Source: an optimization exercise on an open RTL-to-GDS flow (aim: small area). Production flows keep margins and buffers that such runs may drop.
In this exercise RTL edits were held to simulation tests only and were not proved equivalent to the original.
Power figures rest on the tool's default switching activity, not on a simulated workload.

==> flow/design.v <==
package beep_pkg;
    typedef logic [3:0] digit_t;
    typedef logic [2:0] digit_idx_t;
    function automatic logic audible(input digit_t d);
        audible = d != 4'h0 && d <= 4'ha;
    endfunction
    function automatic logic [1:0] beat_rom(input digit_t d, input logic [4:0] pos);
        case ({d, pos})
            9'h020: beat_rom = 2'b10;
            9'h021: beat_rom = 2'b00;
            9'h022: beat_rom = 2'b10;
            9'h023: beat_rom = 2'b10;
            9'h024: beat_rom = 2'b00;
            9'h025: beat_rom = 2'b10;
            9'h026: beat_rom = 2'b10;
            9'h027: beat_rom = 2'b00;
            9'h028: beat_rom = 2'b10;
            9'h029: beat_rom = 2'b10;
            9'h02a: beat_rom = 2'b00;
            9'h02b: beat_rom = 2'b10;
            9'h02c: beat_rom = 2'b10;
            9'h02d: beat_rom = 2'b00;
            9'h02e: beat_rom = 2'b00;
            9'h02f: beat_rom = 2'b00;
            9'h030: beat_rom = 2'b01;
            9'h040: beat_rom = 2'b10;
            9'h041: beat_rom = 2'b00;
            9'h042: beat_rom = 2'b10;
            9'h043: beat_rom = 2'b00;
            9'h044: beat_rom = 2'b10;
            9'h045: beat_rom = 2'b10;
            9'h046: beat_rom = 2'b00;
            9'h047: beat_rom = 2'b10;
            9'h048: beat_rom = 2'b10;
            9'h049: beat_rom = 2'b00;
            9'h04a: beat_rom = 2'b10;
            9'h04b: beat_rom = 2'b10;
            9'h04c: beat_rom = 2'b00;
            9'h04d: beat_rom = 2'b00;
            9'h04e: beat_rom = 2'b01;
            9'h060: beat_rom = 2'b10;
            9'h061: beat_rom = 2'b00;
            9'h062: beat_rom = 2'b10;
            9'h063: beat_rom = 2'b00;
            9'h064: beat_rom = 2'b10;
            9'h065: beat_rom = 2'b00;
            9'h066: beat_rom = 2'b10;
            9'h067: beat_rom = 2'b10;
            9'h068: beat_rom = 2'b00;
            9'h069: beat_rom = 2'b10;
            9'h06a: beat_rom = 2'b10;
            9'h06b: beat_rom = 2'b00;
            9'h06c: beat_rom = 2'b00;
            9'h06d: beat_rom = 2'b00;
            9'h06e: beat_rom = 2'b01;
            9'h080: beat_rom = 2'b10;
            9'h081: beat_rom = 2'b00;
            9'h082: beat_rom = 2'b10;
            9'h083: beat_rom = 2'b00;
            9'h084: beat_rom = 2'b10;
            9'h085: beat_rom = 2'b00;
            9'h086: beat_rom = 2'b10;
            9'h087: beat_rom = 2'b00;
            9'h088: beat_rom = 2'b10;
            9'h089: beat_rom = 2'b10;
            9'h08a: beat_rom = 2'b00;
            9'h08b: beat_rom = 2'b00;
            9'h08c: beat_rom = 2'b00;
            9'h08d: beat_rom = 2'b01;
            9'h0a0: beat_rom = 2'b10;
            9'h0a1: beat_rom = 2'b00;
            9'h0a2: beat_rom = 2'b10;
            9'h0a3: beat_rom = 2'b00;
            9'h0a4: beat_rom = 2'b10;
            9'h0a5: beat_rom = 2'b00;
            9'h0a6: beat_rom = 2'b10;
            9'h0a7: beat_rom = 2'b00;
            9'h0a8: beat_rom = 2'b10;
            9'h0a9: beat_rom = 2'b00;
            9'h0aa: beat_rom = 2'b00;
            9'h0ab: beat_rom = 2'b00;
            9'h0ac: beat_rom = 2'b01;
            9'h0c0: beat_rom = 2'b10;
            9'h0c1: beat_rom = 2'b10;
            9'h0c2: beat_rom = 2'b00;
            9'h0c3: beat_rom = 2'b10;
            9'h0c4: beat_rom = 2'b00;
            9'h0c5: beat_rom = 2'b10;
            9'h0c6: beat_rom = 2'b00;
            9'h0c7: beat_rom = 2'b10;
            9'h0c8: beat_rom = 2'b00;
            9'h0c9: beat_rom = 2'b10;
            9'h0ca: beat_rom = 2'b00;
            9'h0cb: beat_rom = 2'b00;
            9'h0cc: beat_rom = 2'b00;
            9'h0cd: beat_rom = 2'b01;
            9'h0e0: beat_rom = 2'b10;
            9'h0e1: beat_rom = 2'b10;
            9'h0e2: beat_rom = 2'b00;
            9'h0e3: beat_rom = 2'b10;
            9'h0e4: beat_rom = 2'b10;
            9'h0e5: beat_rom = 2'b00;
            9'h0e6: beat_rom = 2'b10;
            9'h0e7: beat_rom = 2'b00;
            9'h0e8: beat_rom = 2'b10;
            9'h0e9: beat_rom = 2'b00;
            9'h0ea: beat_rom = 2'b10;
            9'h0eb: beat_rom = 2'b00;
            9'h0ec: beat_rom = 2'b00;
            9'h0ed: beat_rom = 2'b00;
            9'h0ee: beat_rom = 2'b01;
            9'h100: beat_rom = 2'b10;
            9'h101: beat_rom = 2'b10;
            9'h102: beat_rom = 2'b00;
            9'h103: beat_rom = 2'b10;
            9'h104: beat_rom = 2'b10;
            9'h105: beat_rom = 2'b00;
            9'h106: beat_rom = 2'b10;
            9'h107: beat_rom = 2'b10;
            9'h108: beat_rom = 2'b00;
            9'h109: beat_rom = 2'b10;
            9'h10a: beat_rom = 2'b00;
            9'h10b: beat_rom = 2'b10;
            9'h10c: beat_rom = 2'b00;
            9'h10d: beat_rom = 2'b00;
            9'h10e: beat_rom = 2'b00;
            9'h10f: beat_rom = 2'b01;
            9'h120: beat_rom = 2'b10;
            9'h121: beat_rom = 2'b10;
            9'h122: beat_rom = 2'b00;
            9'h123: beat_rom = 2'b10;
            9'h124: beat_rom = 2'b10;
            9'h125: beat_rom = 2'b00;
            9'h126: beat_rom = 2'b10;
            9'h127: beat_rom = 2'b10;
            9'h128: beat_rom = 2'b00;
            9'h129: beat_rom = 2'b10;
            9'h12a: beat_rom = 2'b10;
            9'h12b: beat_rom = 2'b00;
            9'h12c: beat_rom = 2'b10;
            9'h12d: beat_rom = 2'b00;
            9'h12e: beat_rom = 2'b00;
            9'h12f: beat_rom = 2'b00;
            9'h130: beat_rom = 2'b01;
            9'h140: beat_rom = 2'b10;
            9'h141: beat_rom = 2'b10;
            9'h142: beat_rom = 2'b00;
            9'h143: beat_rom = 2'b10;
            9'h144: beat_rom = 2'b10;
            9'h145: beat_rom = 2'b00;
            9'h146: beat_rom = 2'b10;
            9'h147: beat_rom = 2'b10;
            9'h148: beat_rom = 2'b00;
            9'h149: beat_rom = 2'b10;
            9'h14a: beat_rom = 2'b10;
            9'h14b: beat_rom = 2'b00;
            9'h14c: beat_rom = 2'b10;
            9'h14d: beat_rom = 2'b10;
            9'h14e: beat_rom = 2'b00;
            9'h14f: beat_rom = 2'b00;
            9'h150: beat_rom = 2'b00;
            9'h151: beat_rom = 2'b01;
            default: beat_rom = 2'bxx;
        endcase
    endfunction
endpackage
`timescale 1ns/1ps
module key_edge (
    input  logic                 clk,
    input  logic                 rst,
    input  logic                 enable,
    input  logic                 encode_key,
    input  logic [7:0]           digit_key,
    output logic                 press,       
    output logic                 enc_press,   
    output beep_pkg::digit_idx_t sel_idx      
);
    logic       enc_dly;
    logic [7:0] dig_dly;
    logic [7:0] dig_edge;
    assign enc_press = encode_key & ~enc_dly;
    assign dig_edge  = digit_key & ~dig_dly;
    assign press     = enc_press | (|dig_edge);
    always_comb begin
        sel_idx = '0;
        for (int i = 7; i >= 0; i--) begin
            if (dig_edge[i])
                sel_idx = beep_pkg::digit_idx_t'(i);
        end
    end
    always_ff @(posedge clk or posedge rst) begin
        if (rst) begin
            enc_dly <= 1'b0;
            dig_dly <= '0;
        end else if (!enable) begin
            enc_dly <= 1'b0;
            dig_dly <= '0;
        end else begin
            enc_dly <= encode_key;
            dig_dly <= digit_key;
        end
    end
endmodule
`timescale 1ns/1ps
module digit_encoder (
    input  logic                 clk,
    input  logic                 rst,
    input  logic                 enable,
    input  logic                 press,
    input  logic                 enc_press,
    input  beep_pkg::digit_idx_t sel_idx,
    input  logic [31:0]          shown,
    output logic                 load,
    output logic [31:0]          wq,
    output logic [3:0]           cnt_q
);
    logic                 act;    
    logic                 all;    
    beep_pkg::digit_idx_t ptr;    
    beep_pkg::digit_t     digit;
    logic                 aud;
    logic                 last;
    assign digit = shown[{ptr, 2'b00} +: 4];
    assign aud   = beep_pkg::audible(digit);
    assign last  = !all || ptr == beep_pkg::digit_idx_t'(8 - 1);
    always_ff @(posedge clk or posedge rst) begin
        if (rst) begin
            act  <= 1'b0;
            load <= 1'b0;
        end else if (!enable) begin
            act  <= 1'b0;
            load <= 1'b0;
        end else begin
            load <= act && last;
            act  <= press || (act && !last);
        end
    end
    always_ff @(posedge clk) begin
        if (press) begin
            all <= enc_press;
            ptr <= enc_press ? '0 : sel_idx;
        end else begin
            ptr <= ptr + 1'b1;
        end
        if (act) begin
            cnt_q <= ((all && ptr != '0) ? cnt_q : 4'd0) + 4'(aud);
            if (aud)
                wq <= {wq[27:0], digit};
        end
    end
endmodule
`timescale 1ns/1ps
module beat_sequencer (
    input  logic        clk,
    input  logic        rst,
    input  logic        enable,
    input  logic        load,
    input  logic [31:0] wq,
    input  logic [3:0]  cnt_q,
    input  logic [2:0]  speed_choose,
    output logic        tone_on,
    output logic        playing
);
    logic             run;       
    logic [31:0]      slots;
    logic [2:0]       cur;       
    logic [4:0]       pos;       
    logic [5:0]       cnt;       
    logic             fast;
    logic             mid;
    logic [1:0]       rom;
    logic             beat_end;
    logic             seq_end;
    assign rom      = beep_pkg::beat_rom(slots[{cur, 2'b00} +: 4], pos);
    assign beat_end = &cnt[3:0] && (fast || (cnt[4] && (mid || cnt[5])));
    assign seq_end  = beat_end && rom[0] && cur == '0;
    assign playing = run;
    assign tone_on = run && rom[1];
    always_ff @(posedge clk or posedge rst) begin
        if (rst) begin
            run <= 1'b0;
        end else if (!enable) begin
            run <= 1'b0;
        end else if (load) begin
            run <= cnt_q != '0;
        end else if (seq_end) begin
            run <= 1'b0;
        end
    end
    always_ff @(posedge clk) begin
        if (load) begin
            slots <= wq;
            cur   <= 3'(cnt_q - 1'b1);
            pos   <= '0;
            cnt   <= '0;
            fast  <= speed_choose == 3'b001;
            mid   <= speed_choose == 3'b010;
        end else begin
            cnt <= cnt + 1'b1;
            if (beat_end) begin
                if (rom[0]) begin
                    pos <= '0;
                    cur <= cur - 1'b1;
                end else begin
                    pos <= pos + 1'b1;
                end
            end
        end
    end
endmodule
`timescale 1ns/1ps
module tone_gen (
    input  logic       clk,
    input  logic       rst,
    input  logic       enable,
    input  logic       tone_on,
    input  logic [7:0] freq_choose,
    output logic       beep
);
    logic [3:0] lim;     
    logic [3:0] phase;   
    logic       lim_ok;  
    logic       go;
    logic       wrap;
    always_comb begin
        lim_ok = 1'b1;
        case (freq_choose)
            8'b0000_0001: lim = 4'(9 - 1);
            8'b0000_0010: lim = 4'(8 - 1);
            8'b0000_0100: lim = 4'(7 - 1);
            8'b0000_1000: lim = 4'(6 - 1);
            8'b0001_0000: lim = 4'(5 - 1);
            8'b0010_0000: lim = 4'(4 - 1);
            8'b0100_0000: lim = 4'(3 - 1);
            8'b1000_0000: lim = 4'(2 - 1);
            default: begin
                lim    = 'x;
                lim_ok = 1'b0;
            end
        endcase
    end
    assign go   = tone_on && lim_ok;
    assign wrap = phase >= lim;
    always_ff @(posedge clk or posedge rst) begin
        if (rst) begin
            beep <= 1'b0;
        end else if (!enable) begin
            beep <= 1'b0;
        end else if (go) begin
            if (wrap)
                beep <= ~beep;
        end else begin
            beep <= 1'b0;
        end
    end
    always_ff @(posedge clk) begin
        if (go && !wrap)
            phase <= phase + 1'b1;
        else
            phase <= '0;
    end
endmodule
`timescale 1ns/1ps
module beep_top (
    input  logic        clk,
    input  logic        rst,
    input  logic        enable,
    input  logic [31:0] shown,
    input  logic        encode_key,
    input  logic [7:0]  digit_key,
    input  logic [7:0]  freq_choose,
    input  logic [2:0]  speed_choose,
    output logic        beep,
    output logic        playing
);
    logic                 press;
    logic                 enc_press;
    beep_pkg::digit_idx_t sel_idx;
    logic                 load;
    logic [31:0]          wq;
    logic [3:0]           cnt_q;
    logic                 tone_on;
    key_edge key_edge_i (
        .clk        (clk),
        .rst        (rst),
        .enable     (enable),
        .encode_key (encode_key),
        .digit_key  (digit_key),
        .press      (press),
        .enc_press  (enc_press),
        .sel_idx    (sel_idx)
    );
    digit_encoder digit_encoder_i (
        .clk       (clk),
        .rst       (rst),
        .enable    (enable),
        .press     (press),
        .enc_press (enc_press),
        .sel_idx   (sel_idx),
        .shown     (shown),
        .load      (load),
        .wq        (wq),
        .cnt_q     (cnt_q)
    );
    beat_sequencer beat_sequencer_i (
        .clk          (clk),
        .rst          (rst),
        .enable       (enable),
        .load         (load),
        .wq           (wq),
        .cnt_q        (cnt_q),
        .speed_choose (speed_choose),
        .tone_on      (tone_on),
        .playing      (playing)
    );
    tone_gen tone_gen_i (
        .clk         (clk),
        .rst         (rst),
        .enable      (enable),
        .tone_on     (tone_on),
        .freq_choose (freq_choose),
        .beep        (beep)
    );
endmodule
==> flow/run.sh <==
#!/bin/bash
# synth_recipe.tcl (not shown) runs the flow's synth.tcl, then flattens the netlist and writes it again
# the make line also repeats each setting of config.mk as NAME=value (left out here)
make -C /OpenROAD-flow-scripts/flow DESIGN_CONFIG=/design/flow/config.mk WORK_HOME=/design/flow/orfs CLKGATE_MAP_FILE= SYNTH_SCRIPT=/design/flow/synth_recipe.tcl finish
==> flow/config.mk <==
export PLATFORM = sky130hd
export DESIGN_NAME = beep_top
export DESIGN_NICKNAME = beep_top
export VERILOG_FILES = /design/flow/design.v
export SDC_FILE = /design/flow/constraint.sdc
export NUM_CORES = 4
export LEC_CHECK = 0
export CAP_MARGIN = 20
export CORE_MARGIN = 2
export CORE_UTILIZATION = 40
export SLEW_MARGIN = 20
==> flow/constraint.sdc <==
create_clock -name core_clock -period 10.0 [get_ports {clk}]
set_input_delay 2.0000 -clock core_clock [delete_from_list [all_inputs] [get_ports {clk}]]
set_output_delay 2.0000 -clock core_clock [all_outputs]
set_load 0.01 [all_outputs]
==> out/results.ini <==
[status]
status = complete, no violations

[worst_setup_path]
path_class = in -> reg
critPathCaptureType = flip-flop
cp_slowest_cell = and2_1
worstPathRequired_ns = 10.03
crit_buf_inv = 2
crit_top_cell = nand2_1
crit_family = simple AND/OR/NAND/NOR gates
cp-start-kind = input port
path_cells = clkdlybuf4s50_1, mux4_2, nand2_1, nand2_1, a21oi_1, nand2_1, o21ai_0, and2_1, buf_4
critical_path.max_fanout = 17
worst_ep_arrival_time_ns = 4.37
cpPeakStageDelay_ns = 0.65

[place]
dp_hpwl_um = 6409
io_buffers = 56
place.gp.congestion = 0.7653
dpl_cell_area_sq_mm = 0.005771

[global_route]
grt.overflow.total = 0
antenna_found_initial = 0
grt_pass1_wl_um = 15080
grt_pass1_vias = 3193
grt_start_max_net_pins = 54
grt_usage = 0.1421

[floorplanning]
core_sq_mm = 0.01252
dieWidth_um = 116.9
die_area_sq_mm = 0.01366
initial_core_util = 0.4070
die_y_um = 116.9
rows = 41
io_pins = 57

[drt]
route.detailed.drc = 0
routed_wl_um = 9157
num_vias = 3188
wire_per_inst_um = 14.63
via_per_inst = 5.093
first_pass_iters = 6
drt-initial-drc-count = 189
ant_nets = 0

[finish]
diodes = 0
drive_above_1_share = 0.09471
finalInstanceArea_sq_mm = 0.006073
area_growth_pct = 19.20
nets = 521

[sta]
hold_viol = 0
worstMarginPinSlew_ns = 0.8564
drv_slew = 0
finalCritPeriodShare = 0.4341
layout_min_cycle_time_ns = 4.341
rsz0062_at_grt = no
slew_headroom = 0.4291
fin_worst_skew_ns = 0.007403
fmax_mhz = 230.4
finalSetupViolations = 0
fin_tns_setup_ns = 0

[yosys]
synth_area_leaders = edfxtp_1 (44%), dfxtp_1 (7.1%), dfrtp_1 (6.4%), mux4_2 (5.7%), ha_1 (4.2%)
synth_top_area_share = 0.4361
synth_top_area_cell = edfxtp_1
synth.distinct_cells = 66
synth.avg_cell_area_sq_um = 12.71
synth_warnings = 4
ys_ff_latch = 105
syn_area_sq_mm = 0.005095
synth_edf_count = 74
postSynthCellCount = 401
synthArstFlopShare = 0.1238
synth_nets = 473
ys.flop_type = edfxtp_1
yosysSeqAreaShare = 0.5707

[power_and_ir_drop]
power_per_cell_area_mw_per_mm2 = 168.2
leakagePower_uw = 0.002193
irDropWorstVdd_mv = 0.08004

[min_path]
hp-class = reg -> reg

[clocking]
post_cts_resized = 0
cts-hold-fix-buffers = 0
cts_root_buffer = clkbuf_16
cts_sinks = 105
clk_latency_ns = 0.34
post_cts_buffers = 0
cts_inserted_buffers = 9
clockBufferDepth = 2
clk_pin_slew_ns = 0.07
cts_tree = built
htree_levels = 3

[run]
cap_viol_max_count = 0

[kinds of logic after synthesis]
| family | Yosys count | share of synthesized area |
|---|---|---|
| buffers and inverters | 35 | 0.03241 |
| and+or+nand+nor | 132 | 0.1378 |
| adders and majority gates | 17 | 0.04175 |
| muxes | 33 | 0.1007 |
| AOI/OAI and AO/OA | 62 | 0.08743 |
| DFF | 105 | 0.5707 |
| xor gates and xnor gates | 17 | 0.02923 |
[Yosys cell counts (all sizes together), types with 11 or more instances]
cell and instances:
and2 14, nand2 26, dfxtp 18, a21oi 14
edfxtp 74, mux2i 17, clkbuf 14, nor2 29
o21ai 16, mux4 13, inv 15, ha 17
dfrtp 13, nand2b 11, nand3 11
[layout make-up]
| cell class | count | area [sq um] |
|---|---|---|
| clock buffers | 9 | 225.2 |
| multi-input cells | 261 | 2022 |
| flip-flops and latches | 105 | 2912 |
| clock inverters | 7 | 75.07 |
| well taps | 172 | 215.2 |
| inverters | 15 | 56.30 |
| fillers | 1131 | 6444 |
| repair buffers | 57 | 568.0 |
[state kept, by name (all words and copies together) (netlist names)]
| name | count |
|---|---|
| digit_encoder_i.act | 1 |
| beat_sequencer_i.fast | 1 |
| key_edge_i.enc_dly | 1 |
| beat_sequencer_i.pos | 5 |
| beat_sequencer_i.cnt | 6 |
| beat_sequencer_i.cur | 3 |
| beat_sequencer_i.mid | 1 |
| key_edge_i.dig_dly | 8 |
| digit_encoder_i.all | 1 |
| beat_sequencer_i.run | 1 |
| digit_encoder_i.cnt_q | 4 |
| digit_encoder_i.wq | 32 |
| beat_sequencer_i.slots | 32 |
| digit_encoder_i.load | 1 |
| tone_gen_i.beep | 1 |
| digit_encoder_i.ptr | 3 |
| tone_gen_i.phase | 4 |
[worst register-to-register path, cell delays in order, from the launching register on]
cell and delay, ns:
edfxtp_1 0.91, mux4_2 0.61, mux2i_1 0.54, nor2_1 0.13, o311a_1 0.15, a21oi_2 0.14, mux2i_1 0.17, a21o_1 0.24
[per-stage QoR]
| step | total power [uW] | hold slack (ns) | utilization | cells | worst slack, ns |
|---|---|---|---|---|---|
| global route | 1067 | 0.4301 | 0.4852 | 626 | 5.415 |
| detailed placement | 679.1 | 0.4057 | 0.4610 | 610 | 5.250 |
| floorplan | 630.2 | 0.4003 | - | 401 | 5.917 |
| global placement | 673.0 | 0.4035 | 0.4610 | 610 | 5.373 |
| finish | 1022 | 0.4205 | 0.4852 | 626 | 5.659 |
| CTS | 1033 | 0.4229 | 0.4850 | 626 | 5.613 |
[metal layers]
metal  global-route usage  share of wire  vias to the layer above
li1                     -              -                     1574
met1               0.1858           0.46                     1525
met2               0.2382           0.48                       80
met3              0.02575          0.043                        9
met4              0.05176          0.016                        0
met5                    0              0                        -
[final timing paths]
kind	end	slack, ns	cells after the start	start
min in group asynchronous	key_edge_i.dig_dly[6]$_DFF_PP0_	2.00	2	rst
max in group asynchronous	digit_encoder_i.load$_DFF_PP0_	7.59	2	rst
max	digit_encoder_i.wq[11]$_DFFE_PP_	5.66	9	shown[14]
min reg2reg	beat_sequencer_i.slots[29]$_DFFE_PP_	0.42	0	digit_encoder_i.wq[29]$_DFFE_PP_
max reg2reg	beat_sequencer_i.cur[1]$_DFFE_PP_	6.87	7	beat_sequencer_i.cur[0]$_DFFE_PP_
min	beat_sequencer_i.slots[29]$_DFFE_PP_	0.42	0	digit_encoder_i.wq[29]$_DFFE_PP_
[layout by cell type, fill, tap and decap left out, drive strengths merged, types with 10 or more instances in the layout]
| cell type | count |
|---|---|
| dfxtp | 18 |
| nand2 | 26 |
| edfxtp | 74 |
| nand3 | 11 |
| inv | 18 |
| clkdlybuf4s50 | 56 |
| nor2b | 10 |
| dfrtp | 13 |
| and2 | 14 |
| nor2 | 29 |
| o21ai | 16 |
| ha | 17 |
| mux4 | 13 |
| mux2i | 17 |
| a21oi | 14 |
| nand2b | 11 |
[power breakdown]
group | leakage (uW) | internal [uW] | switching [uW]
Combinational | 0.00104 | 63.6 | 56.3
Sequential | 0.00101 | 516 | 31.6
Clock | 0.000147 | 196 | 157

## static timing again, ports no longer ideal
The flow's constraints put no driver on any port. The routed layout listed below was extracted and timed again, unchanged, in two steps.
Step 1, drivers: a clkbuf_16 drives clk and a buf_2 each remaining input, both assumed.
Step 2 times the ports against the registers' clock, not the clock port: input delays grow and output delays shrink by t, the midpoint of the rising clock arrivals with the driver on.
Three values: no drivers, after step 1, after step 2; two values: the first two.
t (ns): 0.378
slack for setup (ns): 5.659 / 5.675 / 5.297
worst data-port slew with drivers (ns): 0.04
After both steps this run still meets setup and hold. For this run, drivers alone change the setup slack by +0.016 ns; drivers and shift together by -0.362 ns.
